What follows belongs to an exercise in optimizing a design on an open flow for small area, a short achievable clock period and few clock cycles per item; a production flow would make more cautious choices.
RTL that was checked went through simulation tests only; none was proved equivalent to the original.
Only the layout flow was run in runs 1 and 2; the RTL was not checked for function there.
Power is estimated from default activity; no workload was simulated.

==> flow/design.v <==
package bap_pkg;
   localparam logic [7:0] NameLimitReset = 8'd30;
   localparam int QueueDepth = 2;
   typedef enum logic [1:0] {PH_LEN, PH_TYPE, PH_DATA, PH_STOP} phase_type;
   localparam logic [4:0] K_FLAGS = 5'd0, K_UUID16 = 5'd1, K_UUID32 = 5'd2,
      K_U128LO = 5'd3, K_U128HI = 5'd4, K_SNAME = 5'd5, K_NAME = 5'd6,
      K_TXPWR = 5'd7, K_CLASS = 5'd8, K_DEVID = 5'd9, K_APPEAR = 5'd10,
      K_COMPANY = 5'd11, K_MANUF = 5'd12, K_HASH = 5'd13, K_RAND = 5'd14,
      K_UNKNOWN = 5'd15, K_BLKEND = 5'd16;
   localparam logic [3:0] C_NONE = 4'd0, C_FLAGS = 4'd1, C_TXPWR = 4'd2, C_UUID16 = 4'd3,
      C_UUID32 = 4'd4, C_U128 = 4'd5, C_SNAME = 4'd6, C_NAME = 4'd7, C_CLASS = 4'd8,
      C_HASH = 4'd9, C_RAND = 4'd10, C_DEVID = 4'd11, C_APPEAR = 4'd12, C_MANUF = 4'd13;
   typedef struct packed {
      logic       rec_valid;
      logic [3:0] kind;
      logic       half;
      logic [7:0] lo;
      logic [3:0] mask;      
      logic       end_valid;
      logic [1:0] end_status;
      logic [6:0] num;
   } entry_type;
   localparam int EntryBits = 28;
   function automatic logic type_is_known(input logic [7:0] t);
      type_is_known = (t >= 8'h01 && t <= 8'h0A) || (t >= 8'h0D && t <= 8'h10) ||
             (t >= 8'h14 && t <= 8'h19) || (t >= 8'h1F && t <= 8'h21) ||
             (t == 8'hFF);
   endfunction
   function automatic logic [3:0] type_class(input logic [7:0] t);
      case (t)
         8'h01: type_class = C_FLAGS;
         8'h0A: type_class = C_TXPWR;
         8'h02, 8'h03: type_class = C_UUID16;
         8'h04, 8'h05: type_class = C_UUID32;
         8'h06, 8'h07: type_class = C_U128;
         8'h08: type_class = C_SNAME;
         8'h09: type_class = C_NAME;
         8'h0D: type_class = C_CLASS;
         8'h0E: type_class = C_HASH;
         8'h0F: type_class = C_RAND;
         8'h10: type_class = C_DEVID;
         8'h19: type_class = C_APPEAR;
         8'hFF: type_class = C_MANUF;
         default: type_class = C_NONE;
      endcase
   endfunction
   function automatic logic lt8(input logic [7:0] a, input logic [7:0] b);
      logic r;
      r = 1'b0;
      for (int i = 0; i < 8; i++) r = (!a[i] && b[i]) || (!(a[i] ^ b[i]) && r);
      lt8 = r;
   endfunction
   function automatic logic [7:0] inc8(input logic [7:0] a);
      logic c;
      c = 1'b1;
      for (int i = 0; i < 8; i++) begin
         inc8[i] = a[i] ^ c;
         c = c && a[i];
      end
   endfunction
   function automatic logic [7:0] dec8(input logic [7:0] a);
      logic c;
      c = 1'b1;
      for (int i = 0; i < 8; i++) begin
         dec8[i] = a[i] ^ c;
         c = c && !a[i];
      end
   endfunction
   function automatic logic [8:0] add8(input logic [7:0] a, input logic [7:0] b);
      logic c;
      c = 1'b0;
      for (int i = 0; i < 8; i++) begin
         add8[i] = a[i] ^ b[i] ^ c;
         c = (a[i] && b[i]) || (c && (a[i] ^ b[i]));
      end
      add8[8] = c;
   endfunction
endpackage
module bap_front (
   input  logic               clock,
   input  logic               reset,
   input  logic               req_valid,
   output logic               req_stall,
   input  logic [16:0]        req_data,
   output logic               csr_ready,
   input  logic [7:0]         name_limit,
   output logic               rsp_valid,
   input  logic               rsp_stall,
   output logic [78:0]        rsp_data
);
   logic full, pop, wide_pend, wide_take, pop_ok, wide_ok, push, wide_push, h_recend;
   bap_pkg::entry_type ent;
   logic [63:0] acc;
   logic       in_v, in_first, in_lz, in_l1, in_bz, in_dneg, in_known, in_pre, in_nm;
   logic [7:0] in_b, in_lm1, in_d;
   logic [3:0] in_cls;
   bap_pkg::phase_type phase_ff;
   logic [7:0] offs_ff, rem_ff, pos_ff;
   logic [6:0] cnt_ff;
   logic [1:0] stat_ff;
   logic [3:0] cls_ff;
   logic nz_ff, drec_ff, nmn_ff;
   logic go, accept, wstall, name_ok;
   function automatic logic [2:0] lane_of(input logic [3:0] c, input logic [7:0] ps);
      if (c == bap_pkg::C_UUID16) lane_of = {2'b00, ps[0]};
      else if (c == bap_pkg::C_UUID32) lane_of = {1'b0, ps[1:0]};
      else lane_of = ps[2:0];
   endfunction
   function automatic logic keep_of(input logic [3:0] c, input logic [7:0] ps);
      case (c)
         bap_pkg::C_UUID16, bap_pkg::C_UUID32, bap_pkg::C_U128: keep_of = 1'b1;
         bap_pkg::C_CLASS, bap_pkg::C_HASH, bap_pkg::C_RAND, bap_pkg::C_DEVID:
            keep_of = (ps[7:4] == 4'd0);
         bap_pkg::C_APPEAR, bap_pkg::C_MANUF: keep_of = (ps[7:1] == 7'd0);
         default: keep_of = 1'b0;
      endcase
   endfunction
   logic [2:0] lane;
   logic kw;
   assign lane = lane_of(cls_ff, pos_ff);
   assign kw = keep_of(cls_ff, pos_ff);
   logic wblock, st_reg, st_if, vnf_ff;
   assign wblock = wide_pend && vnf_ff && nz_ff;
   assign wstall = wblock && !wide_take;
   assign go = in_v && !wstall && (!full || pop);
   assign st_reg = in_v && (wblock || (full && h_recend));
   assign st_if = in_v && full;
   bap_stall u_stall (.st_reg(st_reg), .st_if(st_if), .rsp_stall(rsp_stall),
                      .req_stall(req_stall));
   assign accept = req_valid && !req_stall;
   assign csr_ready = !in_v;
   assign name_ok = bap_pkg::lt8(pos_ff, name_limit);
   logic [8:0] dfull;
   logic [8:0] dsum;
   assign dsum = bap_pkg::add8(req_data[8:1], ~req_data[16:9]);
   assign dfull = {!dsum[8], dsum[7:0]};
   always_ff @(posedge clock) begin
      if (reset) begin
         in_v <= 1'b0; vnf_ff <= 1'b0;
      end else if (accept) begin
         in_v <= 1'b1; vnf_ff <= !req_data[0];
      end else if (go) begin
         in_v <= 1'b0; vnf_ff <= 1'b0;
      end
   end
   always_ff @(posedge clock) begin
      if (accept) begin
         in_first <= req_data[0];
         in_b <= req_data[16:9];
         in_lm1 <= bap_pkg::dec8(req_data[8:1]);
         in_lz <= (req_data[8:1] == 8'd0);
         in_l1 <= (req_data[8:1] == 8'd1);
         in_bz <= (req_data[16:9] == 8'd0);
         in_d <= dfull[7:0];
         in_dneg <= dfull[8];
         in_known <= bap_pkg::type_is_known(req_data[16:9]);
         in_cls <= bap_pkg::type_class(req_data[16:9]);
         in_pre <= !in_v;
         in_nm <= name_ok;
      end
   end
   bap_pkg::phase_type ph;
   logic [7:0] rem, ps;
   logic [6:0] cn, cm1;
   logic [1:0] st;
   logic [3:0] cls;
   logic       act, endb, nm, stop2, is_name, rec, wide, half, drec_n, nmn_n, nz_n;
   logic [3:0] kind, mask;
   always_comb begin
      act = !in_lz && (in_first || !bap_pkg::lt8(in_lm1, offs_ff));
      endb = !in_lz && (in_first ? in_l1 : (offs_ff == in_lm1));
      stop2 = in_dneg || (!in_first && bap_pkg::lt8(in_d, offs_ff));
      nm = in_pre ? in_nm : nmn_ff;
      is_name = (cls_ff == bap_pkg::C_SNAME) || (cls_ff == bap_pkg::C_NAME);
      ph = in_first ? bap_pkg::PH_LEN : phase_ff;
      cn = in_first ? 7'd0 : cnt_ff;
      cm1 = 7'(bap_pkg::dec8({1'b0, cnt_ff}));
      rem = rem_ff;
      ps = pos_ff;
      st = stat_ff;
      cls = cls_ff;
      rec = 1'b0;
      kind = 4'(bap_pkg::K_UNKNOWN);
      wide = 1'b0;
      half = 1'b0;
      drec_n = 1'b0;
      nmn_n = 1'b0;
      nz_n = 1'b0;
      case (ph)
         bap_pkg::PH_LEN: begin
            if (in_bz) begin
               ph = bap_pkg::PH_STOP; st = 2'd1;
            end else if (stop2) begin
               ph = bap_pkg::PH_STOP; st = 2'd2;
            end else begin
               cn = 7'(bap_pkg::inc8({1'b0, cn}));
               rem = in_b; ph = bap_pkg::PH_TYPE;
            end
         end
         bap_pkg::PH_TYPE: begin
            ps = 8'd0;
            rem = bap_pkg::dec8(rem_ff);
            cls = in_cls;
            if ((in_cls == bap_pkg::C_HASH || in_cls == bap_pkg::C_RAND) && (rem_ff[7:5] == 3'd0) && (!rem_ff[4] || rem_ff[3:0] == 4'd0))
               cls = bap_pkg::C_NONE;
            rec = !in_known;
            ph = (rem_ff != 8'd1) ? bap_pkg::PH_DATA : bap_pkg::PH_LEN;
            drec_n = (in_cls == bap_pkg::C_FLAGS) || (in_cls == bap_pkg::C_TXPWR);
            nmn_n = (name_limit != 8'd0);
         end
         bap_pkg::PH_DATA: begin
            rec = drec_ff || (is_name && nm);
            case (cls_ff)
               bap_pkg::C_FLAGS: kind = 4'(bap_pkg::K_FLAGS);
               bap_pkg::C_TXPWR: kind = 4'(bap_pkg::K_TXPWR);
               bap_pkg::C_UUID16: begin kind = 4'(bap_pkg::K_UUID16); wide = 1'b1; end
               bap_pkg::C_UUID32: begin kind = 4'(bap_pkg::K_UUID32); wide = 1'b1; end
               bap_pkg::C_U128: begin
                  kind = pos_ff[3] ? 4'(bap_pkg::K_U128HI) : 4'(bap_pkg::K_U128LO);
                  wide = 1'b1;
               end
               bap_pkg::C_SNAME: kind = 4'(bap_pkg::K_SNAME);
               bap_pkg::C_NAME: kind = 4'(bap_pkg::K_NAME);
               bap_pkg::C_CLASS: begin kind = 4'(bap_pkg::K_CLASS); wide = 1'b1; end
               bap_pkg::C_HASH: begin kind = 4'(bap_pkg::K_HASH); wide = 1'b1; half = pos_ff[3]; end
               bap_pkg::C_RAND: begin kind = 4'(bap_pkg::K_RAND); wide = 1'b1; half = pos_ff[3]; end
               bap_pkg::C_DEVID: begin kind = 4'(bap_pkg::K_DEVID); wide = 1'b1; end
               bap_pkg::C_APPEAR: begin kind = 4'(bap_pkg::K_APPEAR); wide = 1'b1; end
               bap_pkg::C_MANUF: begin
                  wide = (pos_ff[7:1] == 7'd0);
                  kind = wide ? 4'(bap_pkg::K_COMPANY) : 4'(bap_pkg::K_MANUF);
               end
               default: ;
            endcase
            case (cls_ff)
               bap_pkg::C_UUID16: drec_n = !pos_ff[0];
               bap_pkg::C_UUID32: drec_n = (pos_ff[1:0] == 2'd2);
               bap_pkg::C_U128: drec_n = (pos_ff[2:0] == 3'd6) && (pos_ff[3] || rem_ff[7:4] != 4'd0 || (rem_ff[3] && rem_ff[2:1] != 2'd0));
               bap_pkg::C_CLASS: drec_n = (pos_ff == 8'd1);
               bap_pkg::C_HASH, bap_pkg::C_RAND: drec_n = (pos_ff == 8'd6) || (pos_ff == 8'd14);
               bap_pkg::C_DEVID: drec_n = (pos_ff == 8'd6);
               bap_pkg::C_APPEAR: drec_n = (pos_ff == 8'd0);
               bap_pkg::C_MANUF: drec_n = 1'b1;
               default: drec_n = 1'b0;
            endcase
            case (cls_ff)
               bap_pkg::C_UUID16: nz_n = !pos_ff[0];
               bap_pkg::C_UUID32: nz_n = (pos_ff[1:0] != 2'd3);
               bap_pkg::C_U128: nz_n = (pos_ff[2:0] != 3'd7);
               bap_pkg::C_CLASS, bap_pkg::C_HASH, bap_pkg::C_RAND, bap_pkg::C_DEVID:
                  nz_n = (pos_ff[7:4] == 4'd0) && (pos_ff[3:0] != 4'd15) && (pos_ff[2:0] != 3'd7);
               bap_pkg::C_APPEAR, bap_pkg::C_MANUF: nz_n = (pos_ff == 8'd0);
               default: nz_n = 1'b0;
            endcase
            if (rem_ff == 8'd1) nz_n = 1'b0;
            ps = bap_pkg::inc8(pos_ff);
            nmn_n = bap_pkg::lt8(ps, name_limit);
            rem = bap_pkg::dec8(rem_ff);
            if (rem_ff == 8'd1) ph = bap_pkg::PH_LEN;
         end
         default: ;
      endcase
      mask[0] = rec && wide;
      mask[1] = rec && wide && (cls_ff == bap_pkg::C_UUID32 || cls_ff == bap_pkg::C_U128 ||
                        cls_ff == bap_pkg::C_CLASS || cls_ff == bap_pkg::C_HASH ||
                        cls_ff == bap_pkg::C_RAND || cls_ff == bap_pkg::C_DEVID);
      mask[2] = rec && wide && (cls_ff == bap_pkg::C_UUID32 || cls_ff == bap_pkg::C_U128 ||
                        cls_ff == bap_pkg::C_HASH || cls_ff == bap_pkg::C_RAND ||
                        cls_ff == bap_pkg::C_DEVID);
      mask[3] = rec && wide && (cls_ff == bap_pkg::C_U128 || cls_ff == bap_pkg::C_HASH ||
                        cls_ff == bap_pkg::C_RAND || cls_ff == bap_pkg::C_DEVID);
      ent.rec_valid = rec;
      ent.kind = kind;
      ent.half = half;
      ent.lo = !rec ? {1'b0, cn} : (wide ? acc[7:0] : in_b);
      ent.mask = mask;
      ent.end_valid = endb;
      ent.end_status = (ph == bap_pkg::PH_STOP) ? st :
                       ((ph == bap_pkg::PH_LEN) ? 2'd0 : 2'd2);
      ent.num = rec ? cm1 : cn;
   end
   assign push = go && ((act && rec) || endb);
   assign wide_push = go && act && rec && wide;
   always_ff @(posedge clock) begin
      if (reset) begin
         phase_ff <= bap_pkg::PH_LEN; offs_ff <= '0; cnt_ff <= '0; nz_ff <= 1'b0;
      end else if (go) begin
         if (act) begin
            phase_ff <= ph; offs_ff <= in_first ? 8'd1 : bap_pkg::inc8(offs_ff); cnt_ff <= cn;
            nz_ff <= nz_n;
         end else if (in_first) begin
            phase_ff <= bap_pkg::PH_LEN; offs_ff <= '0; cnt_ff <= '0; nz_ff <= 1'b0;
         end
      end
   end
   always_ff @(posedge clock) begin
      if (go && act) begin
         rem_ff <= rem; pos_ff <= ps; stat_ff <= st; cls_ff <= cls;
         drec_ff <= drec_n; nmn_ff <= nmn_n;
      end
   end
   logic in_data;
   assign in_data = !in_first && (phase_ff == bap_pkg::PH_DATA);
   for (genvar k = 0; k < 8; k++) begin : g_acc
      always_ff @(posedge clock) begin
         if (go && in_data && kw && lane == 3'(k)) acc[8*k +: 8] <= in_b;
      end
   end
   localparam int D = bap_pkg::QueueDepth;
   logic [D-1:0][bap_pkg::EntryBits-1:0] q_ff;
   logic [D-1:0] occ_ff;            
   logic take, hrec;
   bap_pkg::entry_type h, h_next;
   logic [63:0] val;
   assign h = q_ff[0];
   assign full = occ_ff[D-1];
   assign rsp_valid = occ_ff[0];
   assign hrec = h.rec_valid;
   assign h_recend = h.rec_valid && h.end_valid;
   assign pop_ok = occ_ff[0] && !h_recend;
   assign wide_ok = occ_ff[0] && h.mask[0];
   assign take = occ_ff[0] && !rsp_stall;
   assign pop = pop_ok && !rsp_stall;
   assign wide_take = wide_ok && !rsp_stall;
   always_comb begin
      h_next = h;
      h_next.rec_valid = 1'b0;
      h_next.mask = '0;
      h_next.num = 7'(bap_pkg::inc8({1'b0, h.num}));
      h_next.lo = {1'b0, h_next.num};
   end
   always_comb begin
      val[7:0] = h.lo;
      val[15:8] = acc[15:8] & {8{h.mask[0]}};
      val[23:16] = acc[23:16] & {8{h.mask[1]}};
      val[31:24] = acc[31:24] & {8{h.mask[2]}};
      val[63:32] = acc[63:32] & {32{h.mask[3]}};
      rsp_data = {!hrec, hrec ? h.kind : 4'd0, val, hrec && h.half, hrec ? h.num : 7'd0,
                  hrec ? 2'd0 : h.end_status};
   end
   always_ff @(posedge clock) begin
      if (reset) begin
         occ_ff <= '0; wide_pend <= 1'b0;
      end else begin
         if (push && !pop) occ_ff <= {occ_ff[D-2:0], 1'b1};
         else if (pop && !push) occ_ff <= {1'b0, occ_ff[D-1:1]};
         wide_pend <= wide_push || (wide_pend && !wide_take);
      end
   end
   logic [D-1:0] wr_here;
   always_comb begin
      for (int i = 0; i < D; i++) begin
         if (pop) wr_here[i] = (i + 1 < D) ? occ_ff[i] && !occ_ff[(i + 1) % D] : occ_ff[i];
         else wr_here[i] = (i == 0) ? !occ_ff[0] : occ_ff[(i + D - 1) % D] && !occ_ff[i];
      end
   end
   always_ff @(posedge clock) begin
      for (int i = 0; i < D; i++) begin
         if (wr_here[i]) q_ff[i] <= ent;
         else if (pop) begin
            if (i + 1 < D) q_ff[i] <= q_ff[(i + 1) % D];
         end else if (i == 0 && take) q_ff[0] <= h_next;
      end
   end
endmodule
module bap_stall (
   input  logic st_reg,
   input  logic st_if,
   input  logic rsp_stall,
   output logic req_stall
);
   assign req_stall = st_reg || (rsp_stall && st_if);
endmodule
module ble_ad_structure_parser (
   input  logic             clock,
   input  logic             reset,
   input  logic             req_valid,
   output logic             req_stall,
   input  logic [16:0]      req_data,    
   output logic             rsp_valid,
   input  logic             rsp_stall,
   output logic [78:0]      rsp_data,    
   input  logic             csr_valid,
   output logic             csr_ready,
   input  logic [7:0]       csr_data
);
   logic [7:0] limit_ff;
   always_ff @(posedge clock) begin
      if (reset) limit_ff <= bap_pkg::NameLimitReset;
      else if (csr_valid && csr_ready) limit_ff <= csr_data;
   end
   bap_front u_front (.clock(clock), .reset(reset), .req_valid(req_valid),
                      .req_stall(req_stall), .req_data(req_data), .csr_ready(csr_ready),
                      .name_limit(limit_ff), .rsp_valid(rsp_valid), .rsp_stall(rsp_stall),
                      .rsp_data(rsp_data));
endmodule
==> flow/flow/run.sh <==
#!/bin/bash
# Standard layout, with the port buffers inserted before placement made of
# sky130_fd_sc_hd__buf_2 cells instead of the buffer buffer_ports picks by
# default, and without the adder-extraction step in synthesis (ABC maps the
# arithmetic as plain gates).
set -euo pipefail
export BUFFER_PORTS_ARGS="-buffer_cell sky130_fd_sc_hd__buf_2"
export ADDER_MAP_FILE=
bash standard.sh > standard_flow.log 2>&1
==> flow/standard.sh <==
#!/bin/bash
# synth_recipe.tcl (not shown) runs the flow's synth.tcl, then flattens the netlist and writes it again
# the make line also repeats each setting of config.mk as NAME=value (left out here)
make -C /OpenROAD-flow-scripts/flow DESIGN_CONFIG=/design/flow/config.mk WORK_HOME=/design/flow/orfs CLKGATE_MAP_FILE= SYNTH_SCRIPT=/design/flow/synth_recipe.tcl "${@:-finish}"
==> flow/config.mk <==
export PLATFORM = sky130hd
export DESIGN_NAME = ble_ad_structure_parser
export DESIGN_NICKNAME = ble_ad_structure_parser
export VERILOG_FILES = /design/flow/design.v
export SDC_FILE = /design/flow/constraint.sdc
export NUM_CORES = 4
export LEC_CHECK = 0
export CAP_MARGIN = 20
export CORE_MARGIN = 2
export CORE_UTILIZATION = 40
export CTS_BUF_LIST = sky130_fd_sc_hd__clkbuf_4 sky130_fd_sc_hd__clkbuf_8
export SETUP_SLACK_MARGIN = 2.8
export SLEW_MARGIN = 20
export SYNTH_HIERARCHICAL = 1
export SYNTH_MINIMUM_KEEP_SIZE = 0
==> flow/constraint.sdc <==
create_clock -name core_clock -period 5.5 [get_ports {clock}]
set_input_delay 1.1000 -clock core_clock [delete_from_list [all_inputs] [get_ports {clock}]]
set_output_delay 1.1000 -clock core_clock [all_outputs]
set_load 0.01 [all_outputs]
==> results.tsv, run 1 <==
stage	metric	value	unit
timing	hold_slack	0.499	ns
yosys	post_synth_instance_area	11100	sq um
min_path	hold_end	u_front.cls_ff[2]$_SDFFCE_PP0P_	
cells_and_area	fin_util	48.1	%
power_and_ir_drop	ir_drop	112	uV
timing	final.setup.tns	0	ns
routing	finalWirelength	27.5	mm
power_and_ir_drop	power_frac_clock	37.9	%
die	die_w	170	um
cells_and_area	final_common_cell	edfxtp_1	
timing	fin_crit	2.79	ns
yosys	syn_inst	1040	
yosys	synth.distinct_cells	87	
min_path	hp-start	u_front.in_cls[2]$_DFFE_PP_	
critical_path	cp_max_fo	2	
timing	final.period_utilization	50.8	%
routing	drc	0	
die	die_height	170	um
routing	postRouteAntennaNets	0	
die	std_cell_rows	60	
yosys	async_flop_share	0	%
cts	clock_path_buffers	3	
placement	gp_congestion	0.896	
global_route	antenna_found_initial	0	
power_and_ir_drop	cellPowerDensity	275	nW/um^2
critical_path	crit_path_end_kind	primary output	
cts	clk_pin_slew_worst_paths	0.06	ns
die	initial_core_util	40.9	%
routing	num_vias	8330	
cts	cts-root-buf	clkbuf_8	
critical_path	r2r_slack	2.90	ns
yosys	ys.flop_type	edfxtp_1	
critical_path	rr_worst_depth	6	
placement	post-place-cells	1465	
cts	cts_tree	built	
critical_path	critPathMaxStageDelay	0.44	ns
timing	finalClockSkew	0.0198	ns
timing	worst_pin_slew	0.903	ns
timing	maxSlewHeadroom	39.6	%
routing	drt_first_iter_violations	683	
power_and_ir_drop	intPower	2.67	mW
power_and_ir_drop	combPwrFrac	9.7	%
cells_and_area	post_route_cells_drive_above_1_share	23.3	%
cts	cts_buffers	36	
critical_path	crit_type	flip-flop to primary output	
timing	hold_viol	0	
routing	wl_per_cell	17.5	um
yosys	postSynthAreaPerCell	10.7	sq um
yosys	seq_area_frac_synth	54.4	%
cts	clock-sinks	211	
yosys	syn-num-nets	1070	
routing	dr.pass1.iters	5	
die	coreArea	27100	sq um
power_and_ir_drop	seqPwrFrac	52.4	%
global_route	gr-total-overflow	0	
power_and_ir_drop	net-switching-power	0.919	mW
cells_and_area	final_cell_mix	edfxtp_1, buf_2, nand2_1	
critical_path	startpoint_type	flip-flop	
critical_path	arrival	1.69	ns
cts	htree_levels	2	
min_path	hp-class	flip-flop to flip-flop	
cells_and_area	diodes	0	
cts	clock_latency	0.54	ns
yosys	yosysTopAreaCell	edfxtp_1	
min_path	worstHoldPathCells	0	
power_and_ir_drop	p_leak	4.89	nW
timing	rsz0062_at_grt	true	
cells_and_area	nets	1201	
critical_path	cp_slowest_cell	edfxtp_1	
power_and_ir_drop	swShare	25.6	%
die	ios	112	
critical_path	r2r_start	u_front.cls_ff[0]$_SDFFCE_PP0P_	
yosys	synth_edf_count	180	
run_status	status	no timing/DRC/antenna violations	
placement	io_buffers	111	
global_route	grt_pass1_wl	43.4	mm
yosys	synth_top_cells_by_area	edfxtp_1, dfxtp_1, and2_1	
timing	finalSetupViolCount	0	
global_route	first_global_vias	7838	
global_route	grt.total_usage	19.1	%
placement	place_hpwl	18.9	mm
cells_and_area	final_cells	1571	
cells_and_area	area.growth.synth_to_final	17.7	%
critical_path	worstPathRequired	4.40	ns
yosys	ys_ff_latch	211	
yosys	netlist.area_leader.share	48.8	%
critical_path	crit_chain	and2_4, a32oi_1, nor2_1, a21o_1, buf_2	
timing	max_freq	0.358	GHz
routing	vias_per_cell	5.30	
die	die_area	29000	sq um
yosys	ys_warn_count	8	
global_route	grt_start_max_net_pins	38	
timing	maxSlewViolCount	0	
critical_path	worstReg2RegEnd	u_front.q_ff[16]$_DFFE_PP_	
run	cap_violations	0	
## sequential cells by signal, summed over array words and instances, names as in the netlist, 7 cells and up
register and count:
limit_ff 8, u_front.in_d 8, u_front.rem_ff 8, u_front.in_b 8
u_front.offs_ff 8, u_front.q_ff 56, u_front.in_lm1 8, u_front.cnt_ff 7
u_front.acc 64, u_front.pos_ff 8
## area by class of cell
cell class	instances	area, sq um
clock inverters	17	87.6
multi-input cells	729	4820
repair buffers	155	890
clock buffers	49	593
flip-flops and latches	211	6030
fillers	2535	14100
well taps	372	465
inverters	38	150
## modules after synthesis (local to each module, per instance)
module / times used / area, sq um / flip-flops and latches
ble_ad_structure_parser: 1 / 333 / 8
bap_stall: 1 / 7.51 / 0
bap_front: 1 / 10700 / 203
## repair_timing
action,4_1_cts,5_1_grt
setup endpoints to repair,203,109
gates resized for setup,19,16
gates cloned,1,0
buffers inserted,13,26
pin swaps,4,3
hold buffers,0,0
## per-layer routing
metal | vias to the layer above | track usage, % | routed length, um | share of wire, %
li1 | 4081 | - | - | -
met1 | 3962 | 27.1 | 12700 | 46
met2 | 240 | 30.1 | 12700 | 46
met3 | 47 | 3.40 | 1380 | 5.0
met4 | 0 | 5.46 | 607 | 2.2
met5 | - | 0 | 0 | 0
## worst max-delay path: cells and delay by family (launching register included)
family,cells,cell delay (ns)
buffers and inverters,1,0.14
AND/OR/NAND/NOR,2,0.27
AO/OA/AOI/OAI,2,0.31
flip-flops,1,0.44
## kinds of logic after synthesis
group                      count (synthesis)  synth area share [%]
AOI/OAI and AO/OA                        248                  15.4
xor gates and xnor gates                  47                  3.72
adders and majority gates                 14                  1.30
buffers and inverters                    101                  4.04
DFF                                      211                  54.4
muxes                                     18                  1.65
and+or+nand+nor                          401                  19.5
## how the worst max path moves through the flow
stage / from / to / slack (ns)
after global routing: u_front.q_ff[27]$_DFFE_PP_ / req_stall / 2.61
after CTS: u_front.q_ff[27]$_DFFE_PP_ / req_stall / 2.65
after floorplan: rsp_stall / u_front.q_ff[28]$_DFFE_PP_ / 2.67
final: u_front.q_ff[27]$_DFFE_PP_ / req_stall / 2.71
after global placement: u_front.in_first$_DFFE_PP_ / u_front.q_ff[5]$_DFFE_PP_ / 2.03
after detailed placement: u_front.in_first$_DFFE_PP_ / u_front.q_ff[5]$_DFFE_PP_ / 1.96
## cells in the mapped netlist, types with 11 or more instances
cell      count
a21oi_1      64
a22o_1       15
and2_1       75
and3_1       12
clkbuf_1     40
dfxtp_1      31
edfxtp_1    180
inv_1        35
maj3_1       11
mux2i_1      16
nand2_1      79
nand2b_1     33
nand3_1      23
nor2_1       84
nor2b_1      26
nor3_1       16
o21ai_0      40
xnor2_1      35
xor2_1       12
## power groups by stage
stage                     clock network (mW)  registers (mW)  logic [mW]
after floorplan                            0            1.87       0.250
after global placement                     0            1.92       0.312
after detailed placement                   0            1.92       0.316
after CTS                               1.39            1.88       0.334
after global routing                    1.46            1.89       0.388
final                                   1.36            1.88       0.349
## stage by stage
stage	total power, mW	worst slack, ns	instance area [sq um]
floorplan	2.12	2.67	11200
global placement	2.23	2.03	11900
detailed placement	2.24	1.96	11900
CTS	3.61	2.65	12800
global route	3.74	2.61	13000
finish	3.59	2.71	13000
==> run 2, diff against run 1 <==
--- a/flow/config.mk
+++ b/flow/config.mk
@@ -8,7 +8,9 @@
 export CAP_MARGIN = 20
 export CORE_MARGIN = 2
 export CORE_UTILIZATION = 40
-export CTS_BUF_LIST = sky130_fd_sc_hd__clkbuf_4 sky130_fd_sc_hd__clkbuf_8
+export CTS_BUF_LIST = sky130_fd_sc_hd__clkbuf_16
+export CTS_CLUSTER_DIAMETER = 100
+export CTS_CLUSTER_SIZE = 25
 export SETUP_SLACK_MARGIN = 2.8
 export SLEW_MARGIN = 20
 export SYNTH_HIERARCHICAL = 1
==> results.tsv, run 2 <==
stage	metric	value	unit	change
global_route	grt_pass1_wl	42.4	mm	-2.4%
die	ios	112		unchanged
cells_and_area	final_cell_mix	edfxtp_1, buf_2, nand2_1		
timing	fin_crit	2.76	ns	-0.0342 ns
power_and_ir_drop	p_leak	4.72	nW	-3.3%
die	coreArea	27100	sq um	unchanged
critical_path	arrival	1.66	ns	-0.03 ns
cells_and_area	nets	1181		-1.7%
routing	drt_first_iter_violations	720		+5.4%
yosys	ys_warn_count	8		unchanged
yosys	yosysTopAreaCell	edfxtp_1		
routing	wl_per_cell	17.6	um	+0.67%
cells_and_area	diodes	0		unchanged
die	die_height	170	um	unchanged
yosys	syn_inst	1040		unchanged
timing	maxSlewHeadroom	39.5	%	-0.17 points
timing	final.period_utilization	50.2	%	-0.62 points
yosys	seq_area_frac_synth	54.4	%	unchanged
cts	cts-root-buf	clkbuf_16		
cells_and_area	post_route_cells_drive_above_1_share	21.0	%	-2.2 points
die	std_cell_rows	60		unchanged
critical_path	cp_max_fo	2		unchanged
yosys	ys_ff_latch	211		unchanged
critical_path	crit_path_end_kind	primary output		
placement	place_hpwl	18.9	mm	unchanged
placement	io_buffers	111		unchanged
die	die_area	29000	sq um	unchanged
yosys	yosys.cell_count.top_type	edfxtp_1		
yosys	post_synth_instance_area	11100	sq um	unchanged
critical_path	crit_type	flip-flop to primary output		
critical_path	startpoint_type	flip-flop		
cells_and_area	largest_reg_flops	64		unchanged
cts	hold_buffers	0		unchanged
cts	htree_levels	1		-1
routing	postRouteAntennaNets	0		unchanged
yosys	ys.flop_type	edfxtp_1		
yosys	synth.distinct_cells	87		unchanged
cts	cts_buffers	12		-67%
routing	dr.pass1.iters	5		unchanged
cells_and_area	top_register	u_front.acc		
global_route	grt.total_usage	18.6	%	-0.52 points
die	initial_core_util	40.9	%	unchanged
power_and_ir_drop	power	3.18	mW	-11%
timing	finalSetupViolCount	0		unchanged
yosys	synth_common_cells	edfxtp_1, nor2_1, nand2_1		
run	cap_violations	0		unchanged
yosys	async_flop_share	0	%	unchanged
global_route	antenna_found_initial	0		unchanged
timing	max_freq	0.362	GHz	+1.2%
cts	cts_tree	built		
die	die_w	170	um	unchanged
cells_and_area	area.growth.synth_to_final	15.2	%	
yosys	syn-num-nets	1070		unchanged
yosys	synth_top_cells_by_area	edfxtp_1, dfxtp_1, and2_1		
timing	rsz0062_at_grt	true		
cells_and_area	fill_cells	2542		+0.28%
timing	finalClockSkew	0.0106	ns	-0.00916 ns
timing	worst_pin_slew	0.906	ns	+0.00260 ns
routing	vias_per_cell	5.35		+0.88%
routing	finalWirelength	26.9	mm	-2.1%
yosys	postSynthAreaPerCell	10.7	sq um	unchanged
timing	final.setup.tns	0	ns	unchanged
global_route	first_global_vias	7617		-2.8%
timing	hold_viol	0		unchanged
cts	clock_path_buffers	3		unchanged
cts	clk_pin_slew_worst_paths	0.10	ns	+0.04 ns
cells_and_area	final_common_cell	edfxtp_1		
power_and_ir_drop	cellPowerDensity	249	nW/um^2	-9.4%
global_route	grt_start_max_net_pins	38		unchanged
cts	clock_latency	0.48	ns	-0.06 ns
yosys	synth_edf_count	180		unchanged
routing	drc	0		unchanged
cts	clock-sinks	211		unchanged
run_status	status	no timing/DRC/antenna violations		
timing	maxSlewViolCount	0		unchanged
placement	gp_congestion	0.896		unchanged
yosys	netlist.area_leader.share	48.8	%	unchanged
critical_path	worstPathRequired	4.40	ns	about the same
routing	num_vias	8173		-1.9%
cells_and_area	largestRegisters	u_front.acc (64), u_front.q_ff (56)		
power_and_ir_drop	ir_drop	137	uV	+23%
min_path	hp-class	flip-flop to flip-flop		
global_route	gr-total-overflow	0		unchanged
[run 2: per-layer routing]
metal | share of wire (%) | up-vias | track usage, %
met5 | 0 | - | 0
met4 | 2.8 | 0 | 5.39
met3 | 4.9 | 47 | 2.07
met2 | 45 | 231 | 29.4
met1 | 47 | 3876 | 27.0
li1 | - | 4019 | -
[run 2: worst paths after layout]
path | from | to | slack, ns | depth (start not counted)
worst min register to register | u_front.in_cls[2]$_DFFE_PP_ | u_front.cls_ff[2]$_SDFFCE_PP0P_ | 0.53 | 0
worst max register to register | u_front.cls_ff[1]$_SDFFCE_PP0P_ | u_front.q_ff[16]$_DFFE_PP_ | 2.89 | 6
worst max-delay path | u_front.q_ff[27]$_DFFE_PP_ | req_stall | 2.74 | 5
worst min-delay path | u_front.in_cls[2]$_DFFE_PP_ | u_front.cls_ff[2]$_SDFFCE_PP0P_ | 0.53 | 0
[run 2: layout make-up]
class                           instances  area, sq um  share of cell area [%]
Timing Repair Buffer                  159          932                    7.30
Clock inverter                          6         36.3                   0.284
Clock buffer                           13          325                    2.55
Tap cell                              372          465                    3.65
Inverter                               38          150                    1.18
Sequential cell                       211         6030                    47.2
Multi-Input combinational cell        729         4830                    37.8
[run 2: cells by family (layout without fill, tap and decap cells)]
logic type	count (synthesis)	after routing	synth area share (%)
buffers and inverters	101	216	4.04
AOI/OAI and AO/OA	248	249	15.4
DFF	211	211	54.4
xor gates and xnor gates	47	47	3.72
and+or+nand+nor	401	401	19.5
adders and majority gates	14	14	1.30
muxes	18	18	1.65
[run 2: timing repair]
action | CTS | global route
pin swaps | 4 | 4
gates cloned | 1 | 0
setup endpoints to repair | 200 | 119
resized for setup | 15 | 21
buffers inserted | 15 | 28
[run 2: per-module statistics from Yosys (local to each module, per instance)]
module                   times used  cell area, sq um
ble_ad_structure_parser           1               333
bap_stall                         1              7.51
bap_front                         1             10700
[run 2: power by group]
group,total (mW),switching [mW],internal (mW)
registers,1.88,0.0691,1.81
logic,0.352,0.202,0.150
clock network,0.953,0.518,0.435
total,3.18,0.789,2.39
[run 2: per-stage QoR]
step	util [%]	instances	area, sq um	setup slack (ns)	hold WS [ns]
final	47.1	1528	12800	2.74	0.528
after global routing	47.1	1528	12800	2.66	0.548
after CTS	46.0	1500	12500	2.69	0.522
after detailed placement	44.0	1465	11900	1.96	0.498
after global placement	44.0	1465	11900	2.03	0.491
after floorplan	-	1040	11200	2.67	0.468
[run 2: worst max-delay path, stage by stage (launching register included)]
cell	delay [ns]
edfxtp_1	0.46
and2_4	0.19
a32oi_1	0.14
nor2_1	0.09
a21o_1	0.17
buf_2	0.14
==> run 3, diff against run 2 <==
--- a/flow/design.v
+++ b/flow/design.v
@@ -66,15 +66,6 @@
          c = c && !a[i];
       end
    endfunction
-   function automatic logic [8:0] add8(input logic [7:0] a, input logic [7:0] b);
-      logic c;
-      c = 1'b0;
-      for (int i = 0; i < 8; i++) begin
-         add8[i] = a[i] ^ b[i] ^ c;
-         c = (a[i] && b[i]) || (c && (a[i] ^ b[i]));
-      end
-      add8[8] = c;
-   endfunction
 endpackage
 module bap_front (
    input  logic               clock,
@@ -131,9 +122,7 @@
    assign csr_ready = !in_v;
    assign name_ok = bap_pkg::lt8(pos_ff, name_limit);
    logic [8:0] dfull;
-   logic [8:0] dsum;
-   assign dsum = bap_pkg::add8(req_data[8:1], ~req_data[16:9]);
-   assign dfull = {!dsum[8], dsum[7:0]};
+   assign dfull = {1'b0, req_data[8:1]} - 9'd1 - {1'b0, req_data[16:9]};
    always_ff @(posedge clock) begin
       if (reset) begin
          in_v <= 1'b0; vnf_ff <= 1'b0;
@@ -272,7 +261,7 @@
       ent.rec_valid = rec;
       ent.kind = kind;
       ent.half = half;
-      ent.lo = !rec ? {1'b0, cn} : (wide ? acc[7:0] : in_b);
+      ent.lo = wide ? acc[7:0] : in_b;
       ent.mask = mask;
       ent.end_valid = endb;
       ent.end_status = (ph == bap_pkg::PH_STOP) ? st :
@@ -327,10 +316,9 @@
       h_next.rec_valid = 1'b0;
       h_next.mask = '0;
       h_next.num = 7'(bap_pkg::inc8({1'b0, h.num}));
-      h_next.lo = {1'b0, h_next.num};
    end
    always_comb begin
-      val[7:0] = h.lo;
+      val[7:0] = hrec ? h.lo : {1'b0, h.num};
       val[15:8] = acc[15:8] & {8{h.mask[0]}};
       val[23:16] = acc[23:16] & {8{h.mask[1]}};
       val[31:24] = acc[31:24] & {8{h.mask[2]}};
--- a/flow/config.mk
+++ b/flow/config.mk
@@ -11,7 +11,7 @@
 export CTS_BUF_LIST = sky130_fd_sc_hd__clkbuf_16
 export CTS_CLUSTER_DIAMETER = 100
 export CTS_CLUSTER_SIZE = 25
-export SETUP_SLACK_MARGIN = 2.8
+export SETUP_SLACK_MARGIN = 2.9
 export SLEW_MARGIN = 20
 export SYNTH_HIERARCHICAL = 1
 export SYNTH_MINIMUM_KEEP_SIZE = 0
==> results.tsv, run 3 <==
stage	metric	value	unit	change
run_status	status	no timing/DRC/antenna violations		
cts	cts_buffers	12		unchanged
critical_path	r2r_slack	2.99	ns	+0.10 ns
critical_path	worstReg2RegEnd	u_front.acc[37]$_DFFE_PP_		
min_path	hp-start	u_front.in_cls[2]$_DFFE_PP_		
cts	hold_buffers	0		unchanged
cts	cts_tree	built		
die	die_height	170	um	-0.36%
global_route	met2_usage	28.1	%	-1.3 points
placement	post-place-cells	1408		-3.9%
timing	maxSlewHeadroom	44.6	%	+5.2 points
cts	clk_pin_slew_worst_paths	0.10	ns	about the same
timing	rsz0062_at_grt	true		
routing	drc	0		unchanged
critical_path	startpoint_type	input pin		
global_route	gr-total-overflow	0		unchanged
critical_path	arrival	1.59	ns	-0.07 ns
critical_path	critPathMaxStageDelay	0.22	ns	-0.24 ns
cts	cts-root-buf	clkbuf_16		
cells_and_area	nets	1150		-2.6%
die	die_w	170	um	-0.36%
cells_and_area	final_cells	1467		-4.0%
critical_path	crit_path_end_kind	primary output		
min_path	worstHoldPathCells	0		unchanged
timing	maxSlewViolCount	0		unchanged
die	initial_core_util	40.8	%	-0.074 points
critical_path	cp_slowest_cell	a21o_1		
global_route	grt_pass1_wl	41.4	mm	-2.3%
yosys	syn_inst	1015		-2.4%
power_and_ir_drop	ir_drop	187	uV	+36%
critical_path	worstPathRequired	4.40	ns	about the same
power_and_ir_drop	p_leak	4.68	nW	-0.95%
power_and_ir_drop	combPwrFrac	11.2	%	about the same
min_path	hp-class	flip-flop to flip-flop		
critical_path	crit_chain	buf_2, a21o_1, buf_2		
cells_and_area	post_route_cells_drive_above_1_share	22.6	%	+1.6 points
global_route	grt_busiest_layer	met2		
timing	finalSetupViolCount	0		unchanged
yosys	post_synth_instance_area	11000	sq um	-0.73%
timing	final.period_utilization	49.0	%	-1.2 points
yosys	synth.distinct_cells	90		+3.4%
power_and_ir_drop	cellPowerDensity	256	nW/um^2	+2.6%
die	die_area	28800	sq um	-0.72%
yosys	async_flop_share	0	%	unchanged
critical_path	crit_start	rsp_stall		
critical_path	crit_type	input pin to primary output		
global_route	first_global_vias	7236		-5.0%
power_and_ir_drop	net-switching-power	0.785	mW	-0.49%
die	ios	112		unchanged
timing	final.setup.tns	0	ns	unchanged
yosys	synth-compound-area-share	16.6	%	+1.3 points
yosys	syn-num-nets	1045		-2.3%
yosys	postSynthAreaPerCell	10.8	sq um	+1.7%
yosys	synth_xor_area_share	3.03	%	-0.69 points
cts	htree_levels	1		unchanged
yosys	synth_common_cells	edfxtp_1, nand2_1, and2_1		
timing	worst_pin_slew	0.828	ns	-0.0775 ns
cells_and_area	fill_cells	2498		-1.7%
timing	fin_crit	2.69	ns	-0.0668 ns
yosys	synth_top_cells_by_area	edfxtp_1, dfxtp_1, and2_1		
yosys	netlist.area_leader.share	49.2	%	+0.36 points
timing	max_freq	0.371	GHz	+2.5%
routing	drt_first_iter_violations	682		-5.3%
cells_and_area	largest_reg_flops	64		unchanged
cells_and_area	top_register	u_front.acc		
yosys	ys_ff_latch	211		unchanged
critical_path	rr_worst_depth	8		+2
power_and_ir_drop	seqPwrFrac	58.4	%	-0.6 points
critical_path	cpMostUsedCell	buf_2		
run	cap_violations	0		unchanged
cells_and_area	fin_area	12600	sq um	-0.89%
timing	finalClockSkew	0.0191	ns	+0.00851 ns
placement	gp_congestion	0.873		-2.5%
yosys	synth-simple-area-share	18.6	%	-0.97 points
routing	vias_per_cell	5.54		+3.5%
global_route	use_met3	1.77	%	-0.30 points
timing	hold_viol	0		unchanged
critical_path	cp_max_fo	3		+1
global_route	antenna_found_initial	1		+1
cells_and_area	final_cell_mix	edfxtp_1, buf_2, nand2_1		
cells_and_area	area.growth.synth_to_final	15.0	%	
yosys	yosysTopAreaCell	edfxtp_1		
global_route	grt_start_max_net_pins	38		unchanged
yosys	synth_edf_count	180		unchanged
global_route	use_met1	28.0	%	+0.92 points
routing	finalWirelength	26.8	mm	-0.43%
power_and_ir_drop	intPower	2.45	mW	+2.5%
yosys	seq_area_frac_synth	54.8	%	+0.40 points
routing	wl_per_cell	18.2	um	+3.7%
yosys	ys_warn_count	8		unchanged
placement	io_buffers	111		unchanged
die	std_cell_rows	60		unchanged
routing	dr.pass1.iters	5		unchanged
yosys	synthMuxAreaShare	2.28	%	+0.63 points
global_route	grt.total_usage	18.1	%	-0.49 points
yosys	yosys.cell_count.top_type	edfxtp_1		
yosys	synthAdderAreaFrac	0.489	%	-0.81 points
critical_path	r2r_start	u_front.pos_ff[5]$_SDFFCE_PN0P_		
routing	postRouteAntennaNets	0		unchanged
die	coreArea	27000	sq um	-0.55%
routing	num_vias	8120		-0.65%
min_path	hold_end	u_front.cls_ff[2]$_SDFFCE_PP0P_		
power_and_ir_drop	swShare	24.3	%	-0.54 points
cells_and_area	diodes	0		unchanged
cts	clock-sinks	211		unchanged
placement	place_hpwl	17.9	mm	-5.6%
cells_and_area	largestRegisters	u_front.acc (64), u_front.q_ff (56)		
cts	clock_latency	0.47	ns	about the same
cells_and_area	final_common_cell	edfxtp_1		
placement	post_dp_cell_area	11800	sq um	-1.1%
cts	clock_path_buffers	3		unchanged
power_and_ir_drop	power_frac_clock	30.5	%	+0.5 points
yosys	synth_top_family_by_area	simple AND/OR/NAND/NOR gates		
yosys	ys.flop_type	edfxtp_1		
-- run 3: cell types whose count changed after synthesis, moves of 7 or more --
cell and delta:
a31oi_1 +8, xnor2_1 -8, mux2_2 +11, buf_4 -7
o21a_1 +7, o211ai_1 +7, a22o_1 +8, nor2_1 -18
mux2i_1 -9, a21oi_1 -14, maj3_1 -9
-- run 3: power groups by stage --
| stage | clock network (mW) | registers, mW | logic (mW) |
|---|---|---|---|
| 5_1_grt | 1.06 | 1.90 | 0.397 |
| 4_1_cts | 1.01 | 1.89 | 0.347 |
| 2_1_floorplan | 0 | 1.88 | 0.261 |
| 6_report | 0.985 | 1.89 | 0.362 |
| 3_3_place_gp | 0 | 1.93 | 0.325 |
| 3_5_place_dp | 0 | 1.93 | 0.328 |
-- run 3: worst max-delay path by stage --
stage / to / slack, ns
CTS: req_stall / 2.73
global placement: u_front.acc[27]$_DFFE_PP_ / 2.11
floorplan: u_front.in_dneg$_DFFE_PP_ / 2.67
detailed placement: u_front.acc[4]$_DFFE_PP_ / 1.98
global route: req_stall / 2.74
finish: req_stall / 2.81
-- run 3: critical path: cells and delay by family --
kind | cells | cell delay [ns]
buf+inv | 2 | 0.28
compound gates | 1 | 0.22
-- run 3: modules after synthesis, one instance, submodules excluded --
module | cells inside | copies in the design | flops+latches
bap_front | 982 | 1 | 203
ble_ad_structure_parser | 32 | 1 | 8
bap_stall | 1 | 1 | 0
-- run 3: logic make-up after synthesis --
| family | count (synthesis) |
|---|---|
| fa+ha+maj | 5 |
| mux | 23 |
| simple gates | 386 |
| flops | 211 |
| xor+xnor | 38 |
| buf+inv | 99 |
| compound gates | 253 |
-- run 3: layout make-up --
class                   instances  area [sq um]  share of cell area, %
flip-flops and latches        211          6030                   47.7
multi-input cells             706          4750                   37.5
repair buffers                151           905                   7.15
well taps                     341           427                   3.37
clock buffers                  13           325                   2.57
inverters                      37           151                   1.20
clock inverters                 7          60.1                  0.475
repair inverters                1          7.51                 0.0593
-- run 3: through the flow --
stage	total power [mW]	utilization, %	worst slack (ns)	hold slack [ns]
after floorplan	2.15	-	2.67	0.433
after global placement	2.25	43.8	2.11	0.498
after detailed placement	2.26	43.8	1.98	0.483
after CTS	3.24	46.0	2.73	0.509
after global routing	3.36	46.9	2.74	0.514
final	3.24	46.9	2.81	0.504
-- run 3: what timing repair did --
| action | 4_1_cts | 5_1_grt |
|---|---|---|
| resized for setup | 18 | 24 |
| endpoints found under the hold margin | 0 | 0 |
| gates cloned | 0 | 2 |
| buffers inserted | 16 | 21 |
| endpoints found under the setup margin | 235 | 191 |
| pin swaps | 4 | 8 |
-- run 3: metal layers --
metal / share of wire (%) / vias up
li1: - / 3975
met1: 49 / 3901
met2: 46 / 224
met3: 3.9 / 20
met4: 1.2 / 0
met5: 0 / -
Testbench counts of run 3, summed over its fixed seeds: cycles 94,479, bytes 91,371.
==> run 4, diff against run 3 <==
--- a/flow/config.mk
+++ b/flow/config.mk
@@ -11,7 +11,7 @@
 export CTS_BUF_LIST = sky130_fd_sc_hd__clkbuf_16
 export CTS_CLUSTER_DIAMETER = 100
 export CTS_CLUSTER_SIZE = 25
-export SETUP_SLACK_MARGIN = 2.9
+export SETUP_SLACK_MARGIN = 2.7
 export SLEW_MARGIN = 20
 export SYNTH_HIERARCHICAL = 1
 export SYNTH_MINIMUM_KEEP_SIZE = 0
==> results.tsv, run 4 <==
stage	metric	value	unit	change
run_status	status	no timing/DRC/antenna violations		
cts	cts_buffers	13		+1
cts	cts-root-buf	clkbuf_16		
critical_path	worstReg2RegEnd	u_front.acc[33]$_DFFE_PP_		
die	die_area	28800	sq um	unchanged
timing	hold_slack	0.526	ns	+0.0221 ns
critical_path	rr_worst_depth	8		unchanged
die	initial_core_util	40.8	%	unchanged
global_route	first_global_vias	7363		+1.8%
global_route	gr-total-overflow	0		unchanged
critical_path	cp_max_fo	3		unchanged
cts	cts_tree	built		
cts	hold_buffers	0		unchanged
power_and_ir_drop	ir_drop	175	uV	-6.2%
timing	fin_crit	2.69	ns	+0.00202 ns
cells_and_area	final_cell_mix	edfxtp_1, buf_2, nand2_1		
routing	finalWirelength	26.2	mm	-2.1%
global_route	grt_pass1_wl	40.9	mm	-1.3%
global_route	grt.total_usage	17.8	%	-0.31 points
power_and_ir_drop	power_frac_clock	30.6	%	about the same
critical_path	arrival	1.59	ns	about the same
cts	htree_levels	1		unchanged
yosys	postSynthAreaPerCell	10.8	sq um	unchanged
yosys	ys_ff_latch	211		unchanged
critical_path	crit_buf_inv	2		unchanged
yosys	synth_top_cells_by_area	edfxtp_1, dfxtp_1, and2_1		
routing	drc	0		unchanged
global_route	antenna_found_initial	0		-1
timing	final.setup.tns	0	ns	unchanged
placement	io_buffers	111		unchanged
power_and_ir_drop	net-switching-power	0.811	mW	+3.3%
power_and_ir_drop	seqPwrFrac	58.6	%	+0.2 points
routing	num_vias	8062		-0.71%
timing	maxSlewHeadroom	51.0	%	+6.4 points
routing	vias_per_cell	5.54		about the same
timing	worst_pin_slew	0.735	ns	-0.0935 ns
yosys	post_synth_instance_area	11000	sq um	unchanged
critical_path	critPathMaxStageDelay	0.22	ns	about the same
cells_and_area	diodes	0		unchanged
cts	clock_latency	0.48	ns	about the same
critical_path	crit_path_end_kind	primary output		
yosys	ys_warn_count	8		unchanged
critical_path	startpoint_type	input pin		
critical_path	cp_top_family	buffers and inverters		
critical_path	worstPathRequired	4.40	ns	about the same
cells_and_area	top_register	u_front.acc		
yosys	yosysTopAreaCell	edfxtp_1		
min_path	hp-class	flip-flop to flip-flop		
placement	gp_congestion	0.851		-2.6%
power_and_ir_drop	swShare	25.2	%	+0.91 points
die	std_cell_rows	60		unchanged
yosys	syn-num-nets	1045		unchanged
power_and_ir_drop	combPwrFrac	10.7	%	-0.5 points
yosys	seq_area_frac_synth	54.8	%	unchanged
cells_and_area	largestRegisters	u_front.acc (64), u_front.q_ff (56)		
die	die_w	170	um	unchanged
critical_path	r2r_start	u_front.pos_ff[5]$_SDFFCE_PN0P_		
critical_path	r2r_slack	2.88	ns	-0.11 ns
power_and_ir_drop	cellPowerDensity	259	nW/um^2	+1.2%
power_and_ir_drop	p_leak	4.60	nW	-1.6%
yosys	synth.distinct_cells	90		unchanged
critical_path	critPathCapture	req_stall		
yosys	netlist.area_leader.share	49.2	%	unchanged
timing	finalClockSkew	0.0242	ns	+0.00509 ns
die	die_height	170	um	unchanged
critical_path	cp.depth	3		unchanged
critical_path	cpMostUsedCell	buf_2		
cells_and_area	final_common_cell	edfxtp_1		
yosys	syn_inst	1015		unchanged
cts	clk_pin_slew_worst_paths	0.11	ns	about the same
yosys	synth_common_cells	edfxtp_1, nand2_1, and2_1		
cells_and_area	post_route_cells_drive_above_1_share	20.5	%	-2.1 points
cells_and_area	area.growth.synth_to_final	13.2	%	
yosys	ys.flop_type	edfxtp_1		
critical_path	crit_chain	buf_2, a21o_1, buf_2		
timing	max_freq	0.371	GHz	about the same
yosys	yosys.cell_count.top_type	edfxtp_1		
die	ios	112		unchanged
yosys	synth_edf_count	180		unchanged
cts	clock-sinks	211		unchanged
critical_path	crit_type	input pin to primary output		
timing	maxSlewViolCount	0		unchanged
critical_path	crit_start	rsp_stall		
timing	hold_viol	0		unchanged
run	cap_violations	0		unchanged
die	coreArea	27000	sq um	unchanged
cells_and_area	largest_reg_flops	64		unchanged
routing	dr.pass1.iters	5		unchanged
cells_and_area	nets	1139		-0.96%
routing	postRouteAntennaNets	0		unchanged
timing	final.period_utilization	49.0	%	about the same
routing	wl_per_cell	18.0	um	-1.3%
yosys	async_flop_share	0	%	unchanged
global_route	grt_start_max_net_pins	34		-11%
timing	finalSetupViolCount	0		unchanged
routing	drt_first_iter_violations	650		-4.7%
power_and_ir_drop	intPower	2.41	mW	-1.6%
cts	clock_path_buffers	3		unchanged
timing	rsz0062_at_grt	false		
placement	place_hpwl	18.1	mm	+1.2%
critical_path	cp_slowest_cell	a21o_1		
-- run 4: cell type report --
type | instances | area, sq um
clock buffers | 13 | 325
clock inverters | 8 | 63.8
fillers | 2469 | 14500
inverters | 37 | 145
multi-input cells | 706 | 4670
flip-flops and latches | 211 | 6030
well taps | 341 | 427
repair buffers | 140 | 783
-- run 4: tightest hold or removal path, delay by kind of cell, from the launching register on --
kind,cells,cell delay (ns)
flops,1,0.36
simple gates,2,0.13
-- run 4: power groups by stage --
| stage | sequential, mW | combinational, mW | clock (mW) |
|---|---|---|---|
| finish | 1.89 | 0.346 | 0.987 |
| floorplan | 1.89 | 0.256 | 0 |
| global route | 1.90 | 0.385 | 1.07 |
| CTS | 1.89 | 0.341 | 1.02 |
| detailed placement | 1.93 | 0.326 | 0 |
| global placement | 1.93 | 0.324 | 0 |
-- run 4: modules after synthesis, one instance, submodules excluded --
module,cells,cell area [sq um],flops+latches,copies in the design
bap_front,982,10700,203,1
bap_stall,1,7.51,0,1
ble_ad_structure_parser,32,333,8,1
-- run 4: cells by family after synthesis --
family                     Yosys count  synth area share [%]
and+or+nand+nor                    386                  18.6
AOI/OAI and AO/OA                  253                  16.6
DFF                                211                  54.8
buffers and inverters               99                  4.22
xor gates and xnor gates            38                  3.03
muxes                               23                  2.28
adders and majority gates            5                 0.489
-- run 4: worst min path at each step --
stage | start | endpoint | slack [ns] | depth (start not counted)
floorplan | limit_ff[4]$_SDFFE_PP1P_ | limit_ff[4]$_SDFFE_PP1P_ | 0.43 | 1
global placement | u_front.in_cls[2]$_DFFE_PP_ | u_front.cls_ff[2]$_SDFFCE_PP0P_ | 0.50 | 0
detailed placement | u_front.in_cls[2]$_DFFE_PP_ | u_front.cls_ff[2]$_SDFFCE_PP0P_ | 0.50 | 0
CTS | u_front.wide_pend$_SDFF_PP0_ | u_front.wide_pend$_SDFF_PP0_ | 0.52 | 2
global route | u_front.in_cls[2]$_DFFE_PP_ | u_front.cls_ff[2]$_SDFFCE_PP0P_ | 0.55 | 0
finish | u_front.cnt_ff[6]$_SDFFE_PP0P_ | u_front.cnt_ff[6]$_SDFFE_PP0P_ | 0.53 | 2
-- run 4: per-stage QoR --
stage | cells | util, % | power [mW] | setup slack (ns) | instance area, sq um
after global routing | 1456 | 46.2 | 3.35 | 2.70 | 12400
final | 1456 | 46.2 | 3.22 | 2.81 | 12400
after floorplan | 1015 | - | 2.14 | 2.53 | 11100
after CTS | 1440 | 45.6 | 3.25 | 2.64 | 12300
after global placement | 1411 | 43.6 | 2.25 | 1.98 | 11800
after detailed placement | 1411 | 43.6 | 2.26 | 1.77 | 11800
-- run 4: per-layer routing --
layer	up-vias	global-route usage [%]	wire length [um]
met1	3869	26.8	12900
met3	30	1.82	1080
met5	-	0	0
met2	218	27.6	11800
li1	3945	-	-
met4	0	4.27	482
-- run 4: timing repair --
action	CTS	global route
gates resized for setup	18	6
cloned	0	1
setup endpoints to repair	125	127
pin swaps	3	3
buffers inserted	8	15
==> run 5, diff against run 4 <==
--- a/flow/config.mk
+++ b/flow/config.mk
@@ -11,7 +11,8 @@
 export CTS_BUF_LIST = sky130_fd_sc_hd__clkbuf_16
 export CTS_CLUSTER_DIAMETER = 100
 export CTS_CLUSTER_SIZE = 25
-export SETUP_SLACK_MARGIN = 2.7
+export PLACE_DENSITY = 0.75
+export SETUP_SLACK_MARGIN = 2.8
 export SLEW_MARGIN = 20
 export SYNTH_HIERARCHICAL = 1
 export SYNTH_MINIMUM_KEEP_SIZE = 0
==> results.tsv, run 5 <==
stage	metric	value	unit	change
run_status	status	no timing/DRC/antenna violations		
cells_and_area	final_cell_mix	edfxtp_1, buf_2, nand2_1		
global_route	gr-total-overflow	0		unchanged
timing	hold_viol	0		unchanged
timing	maxSlewHeadroom	43.8	%	-7.2 points
cells_and_area	post_route_cells_drive_above_1_share	21.2	%	+0.65 points
power_and_ir_drop	ir_drop	177	uV	+0.79%
critical_path	cp_max_fo	8		+5
timing	finalSetupViolCount	0		unchanged
routing	dr.pass1.iters	5		unchanged
cts	cts_tree	built		
placement	place_hpwl	17.8	mm	-1.4%
cells_and_area	multiInputGateArea	4710	sq um	+0.83%
yosys	syn_inst	1015		unchanged
run	cap_violations	0		unchanged
placement	gp_congestion	0.854		+0.39%
timing	maxSlewViolCount	0		unchanged
cts	clock-sinks	211		unchanged
routing	num_vias	8202		+1.7%
critical_path	worstPathRequired	4.40	ns	about the same
timing	hold_slack	0.503	ns	-0.0230 ns
cts	cts_buffers	12		-1
routing	finalWirelength	25.9	mm	-1.3%
routing	drt_first_iter_violations	799		+23%
timing	final.setup.tns	0	ns	unchanged
routing	vias_per_cell	5.64		+1.8%
critical_path	crit_path_end_kind	primary output		
timing	final.period_utilization	49.3	%	+0.35 points
yosys	post_synth_instance_area	11000	sq um	unchanged
cts	clock_latency	0.47	ns	about the same
global_route	grt.total_usage	17.4	%	-0.35 points
cells_and_area	regArea	6030	sq um	about the same
routing	drc	0		unchanged
cells_and_area	largestRegisters	u_front.acc (64), u_front.q_ff (56)		
yosys	seq_area_frac_synth	54.8	%	unchanged
global_route	antenna_found_initial	0		unchanged
cells_and_area	diodes	0		unchanged
critical_path	arrival	1.61	ns	+0.02 ns
die	initial_core_util	40.8	%	unchanged
timing	worst_pin_slew	0.840	ns	+0.105 ns
timing	rsz0062_at_grt	true		
yosys	ys.flop_type	edfxtp_1		
yosys	syn-num-nets	1045		unchanged
die	die_height	170	um	unchanged
yosys	synth_top_cells_by_area	edfxtp_1, dfxtp_1, and2_1		
cts	htree_levels	1		unchanged
cells_and_area	area.growth.synth_to_final	13.5	%	
cells_and_area	fill_cells	2390		-3.2%
yosys	synth_common_cells	edfxtp_1, nand2_1, and2_1		
global_route	grt_pass1_wl	40.5	mm	-1.1%
yosys	async_flop_share	0	%	unchanged
timing	finalClockSkew	0.0213	ns	-0.00292 ns
yosys	postSynthAreaPerCell	10.8	sq um	unchanged
die	std_cell_rows	60		unchanged
yosys	netlist.area_leader.share	49.2	%	unchanged
cts	clock_path_buffers	3		unchanged
placement	post-place-cells	1410		-0.071%
cts	cts-root-buf	clkbuf_16		
die	ios	112		unchanged
critical_path	crit_type	flip-flop to primary output		
cts	clk_pin_slew_worst_paths	0.10	ns	about the same
yosys	synth_edf_count	180		unchanged
die	die_area	28800	sq um	unchanged
yosys	yosysTopAreaCell	edfxtp_1		
timing	fin_crit	2.71	ns	+0.0193 ns
power_and_ir_drop	p_leak	4.61	nW	+0.17%
yosys	ys_warn_count	8		unchanged
routing	wl_per_cell	17.8	um	-1.2%
die	die_w	170	um	unchanged
cells_and_area	largest_reg_flops	64		unchanged
cells_and_area	top_register	u_front.acc		
routing	postRouteAntennaNets	0		unchanged
die	coreArea	27000	sq um	unchanged
cells_and_area	nets	1138		-0.088%
yosys	ys_ff_latch	211		unchanged
cells_and_area	final_common_cell	edfxtp_1		
critical_path	startpoint_type	flip-flop		
global_route	first_global_vias	7511		+2.0%
global_route	grt_start_max_net_pins	38		+12%
timing	max_freq	0.368	GHz	-0.71%
power_and_ir_drop	cellPowerDensity	254	nW/um^2	-1.7%
cells_and_area	final_cells	1455		-0.069%
yosys	synth.distinct_cells	90		unchanged
yosys	yosys.cell_count.top_type	edfxtp_1		
min_path	hp-class	flip-flop to flip-flop		
placement	io_buffers	111		unchanged
## run 5: cells by family after synthesis
group           synth area share [%]
mux                             2.28
simple gates                    18.6
xor+xnor                        3.03
buf+inv                         4.22
flops                           54.8
fa+ha+maj                      0.489
compound gates                  16.6
## run 5: power breakdown
group          switching, mW  internal [mW]  total, mW
clock network          0.499          0.437      0.937
logic                  0.205          0.148      0.353
registers             0.0723           1.81       1.89
total                  0.777           2.40       3.18
## run 5: final cells by class
cell class                      count  share of cell area [%]
Multi-Input combinational cell    706                    37.7
Clock buffer                       13                    2.61
Timing Repair Buffer              140                    6.45
Sequential cell                   211                    48.3
Tap cell                          341                    3.42
Clock inverter                      7                   0.311
Inverter                           37                    1.18
## run 5: timing repair
item	4_1_cts	5_1_grt
pin swaps	2	9
buffers inserted	9	15
gates resized for setup	11	20
hold buffers	0	0
gates cloned	0	1
setup endpoints to repair	163	122
## run 5: stage by stage
step,cell area [sq um],utilization (%),total power [mW],worst slack (ns)
final,12500,46.3,3.18,2.79
after CTS,12300,45.6,3.19,2.69
after floorplan,11200,-,2.15,2.67
after global routing,12500,46.3,3.30,2.72
after global placement,11800,43.8,2.24,2.14
after detailed placement,11800,43.8,2.26,2.04
## run 5: path summary, 6_finish.rpt
kind	startpoint	endpoint	slack [ns]	depth (start not counted)
worst min register to register	u_front.in_cls[2]$_DFFE_PP_	u_front.cls_ff[2]$_SDFFCE_PP0P_	0.50	0
worst max register to register	u_front.offs_ff[6]$_SDFFE_PP0P_	u_front.rem_ff[7]$_DFFE_PP_	2.92	8
worst min-delay path	u_front.in_cls[2]$_DFFE_PP_	u_front.cls_ff[2]$_SDFFCE_PP0P_	0.50	0
worst max-delay path	u_front.occ_ff[1]$_SDFFE_PP0P_	req_stall	2.79	4
## run 5: critical path, stage by stage (launching register included)
cell and delay [ns]:
dfxtp_2 0.48, inv_1 0.17, nor2_1 0.13, a21o_1 0.21, buf_2 0.16
## run 5: metal layers
| metal | vias to the layer above | track usage (%) | part of all wire [%] |
|---|---|---|---|
| li1 | 3945 | - | - |
| met1 | 3936 | 25.1 | 45 |
| met4 | 0 | 3.23 | 1.3 |
| met5 | - | 0 | 0 |
| met3 | 18 | 2.33 | 6.9 |
| met2 | 303 | 28.5 | 47 |
## run 5: Yosys stat by module (local to each module, per instance)
module                   times used  flops+latches  cells inside  area, sq um
bap_front                         1            203           982        10700
bap_stall                         1              0             1         7.51
ble_ad_structure_parser           1              8            32          333
==> run 6, diff against run 5 <==
--- a/flow/config.mk
+++ b/flow/config.mk
@@ -11,7 +11,7 @@
 export CTS_BUF_LIST = sky130_fd_sc_hd__clkbuf_16
 export CTS_CLUSTER_DIAMETER = 100
 export CTS_CLUSTER_SIZE = 25
-export PLACE_DENSITY = 0.75
+export GPL_TIMING_DRIVEN = 0
 export SETUP_SLACK_MARGIN = 2.8
 export SLEW_MARGIN = 20
 export SYNTH_HIERARCHICAL = 1
==> results.tsv, run 6 <==
stage	metric	value	unit	change
yosys	synth_edf_count	180		unchanged
cells_and_area	final_cells	1508		+3.6%
cts	cts_buffers	12		unchanged
timing	finalSetupViolCount	0		unchanged
placement	place_hpwl	19.5	mm	+9.3%
yosys	synth_top_family_by_area	simple AND/OR/NAND/NOR gates		
critical_path	worstPathRequired	4.40	ns	about the same
timing	worst_pin_slew	0.868	ns	+0.0282 ns
timing	final.period_utilization	48.7	%	-0.69 points
run_status	status	no timing/DRC/antenna violations		
power_and_ir_drop	intPower	2.43	mW	+1.2%
cts	hold_buffers	0		unchanged
routing	dr.pass1.iters	5		unchanged
placement	io_buffers	110		-0.90%
power_and_ir_drop	seqPwrFrac	58.3	%	-1.1 points
yosys	postSynthAreaPerCell	10.8	sq um	unchanged
yosys	synth.distinct_cells	90		unchanged
global_route	grt.total_usage	18.8	%	+1.3 points
yosys	synth_top_cells_by_area	edfxtp_1, dfxtp_1, and2_1		
routing	postRouteAntennaNets	0		unchanged
critical_path	rr_worst_depth	7		-1
timing	hold_viol	0		unchanged
run	cap_violations	0		unchanged
cells_and_area	nets	1191		+4.7%
power_and_ir_drop	ir_drop	164	uV	-7.2%
critical_path	cp_max_fo	6		-2
timing	max_freq	0.374	GHz	+1.4%
critical_path	crit_type	flip-flop to primary output		
timing	maxSlewViolCount	0		unchanged
power_and_ir_drop	p_leak	4.82	nW	+4.6%
timing	hold_slack	0.475	ns	-0.0274 ns
cells_and_area	area.growth.synth_to_final	17.3	%	
routing	drc	0		unchanged
placement	pre_cts_ws	2.20	ns	+0.158 ns
routing	wl_per_cell	18.2	um	+2.6%
die	die_w	170	um	unchanged
yosys	ys.flop_type	edfxtp_1		
routing	drt_first_iter_violations	629		-21%
placement	gp_congestion	0.916		+7.2%
power_and_ir_drop	cellPowerDensity	250	nW/um^2	-1.6%
global_route	grt_pass1_wl	42.9	mm	+5.9%
cells_and_area	top_register	u_front.acc		
cells_and_area	largest_reg_flops	64		unchanged
timing	fin_crit	2.68	ns	-0.0382 ns
die	std_cell_rows	60		unchanged
routing	num_vias	8320		+1.4%
cts	clock_path_buffers	3		unchanged
cells_and_area	largestRegisters	u_front.acc (64), u_front.q_ff (56)		
timing	finalClockSkew	0.0255	ns	+0.00420 ns
run 6: cell counts after synthesis:
Identical to the previous run, type by type.
run 6: layout make-up:
cell class | instances | area, sq um
fill | 2482 | 14100
sequential | 211 | 6030
multi-input combinational | 705 | 4720
timing repair buffer | 132 | 805
tap | 341 | 427
buffer | 62 | 412
clock buffer | 13 | 325
inverter | 37 | 143
clock inverter | 7 | 38.8
run 6: metrics by stage:
stage / util (%) / total power [mW] / instance area [sq um]
global route: 47.9 / 3.36 / 12900
finish: 47.9 / 3.23 / 12900
global placement: 45.0 / 2.28 / 12100
detailed placement: 45.1 / 2.29 / 12200
CTS: 47.1 / 3.24 / 12700
floorplan: - / 2.15 / 11200
run 6: power by group through the flow:
| stage | logic, mW | registers, mW | clock network (mW) |
|---|---|---|---|
| floorplan | 0.260 | 1.89 | 0 |
| global placement | 0.361 | 1.92 | 0 |
| detailed placement | 0.368 | 1.92 | 0 |
| CTS | 0.384 | 1.88 | 0.970 |
| global route | 0.438 | 1.89 | 1.02 |
| finish | 0.402 | 1.88 | 0.946 |
run 6: worst paths after layout:
kind                                end  slack (ns)                  startpoint
max reg2reg  u_front.q_ff[18]$_DFFE_PP_        2.88  u_front.in_first$_DFFE_PP_
min            limit_ff[4]$_SDFFE_PP1P_        0.48    limit_ff[4]$_SDFFE_PP1P_
min reg2reg    limit_ff[4]$_SDFFE_PP1P_        0.48    limit_ff[4]$_SDFFE_PP1P_
max                        rsp_data[10]        2.82  u_front.q_ff[27]$_DFFE_PP_
run 6: timing repair:
action                                  4_1_cts  5_1_grt
pin swaps                                     4        9
buffers inserted                              6       14
endpoints found under the setup margin      112      148
gates resized for setup                      21       35
cloned                                        1        0
run 6: per-layer routing:
layer / vias up / global-route usage, % / wire length (um) / share of wire, %
li1: 4052 / - / - / -
met1: 3965 / 28.3 / 13100 / 48
met2: 268 / 29.2 / 12500 / 45
met3: 35 / 2.03 / 1380 / 5.0
met4: 0 / 4.09 / 532 / 1.9
met5: - / 0 / 0 / 0
run 6: worst max-delay path, stage by stage, from the launching register on:
cell      delay, ns
edfxtp_1       0.42
buf_6          0.16
buf_6          0.11
mux2_4         0.29
buf_6          0.12
run 6: kinds of logic (layout without fill, tap and decap cells):
family          count (synthesis)  count (layout)
simple gates                  386             386
compound gates                253             253
flops                         211             211
buf+inv                        99             251
xor+xnor                       38              38
mux                            23              23
fa+ha+maj                       5               5
run 6: modules after synthesis, one instance, submodules excluded:
module / area [sq um] / flops+latches
bap_front: 10700 / 203
ble_ad_structure_parser: 333 / 8
bap_stall: 7.51 / 0

Re-timed with assumed drivers on the ports (clkbuf_16 on the clock, buf_2 on other inputs), run 6 has 2.780 ns of setup slack against 2.824 ns with ideal ports, and 2.346 ns once port delays also move by the mid clock arrival of 0.504 ns.
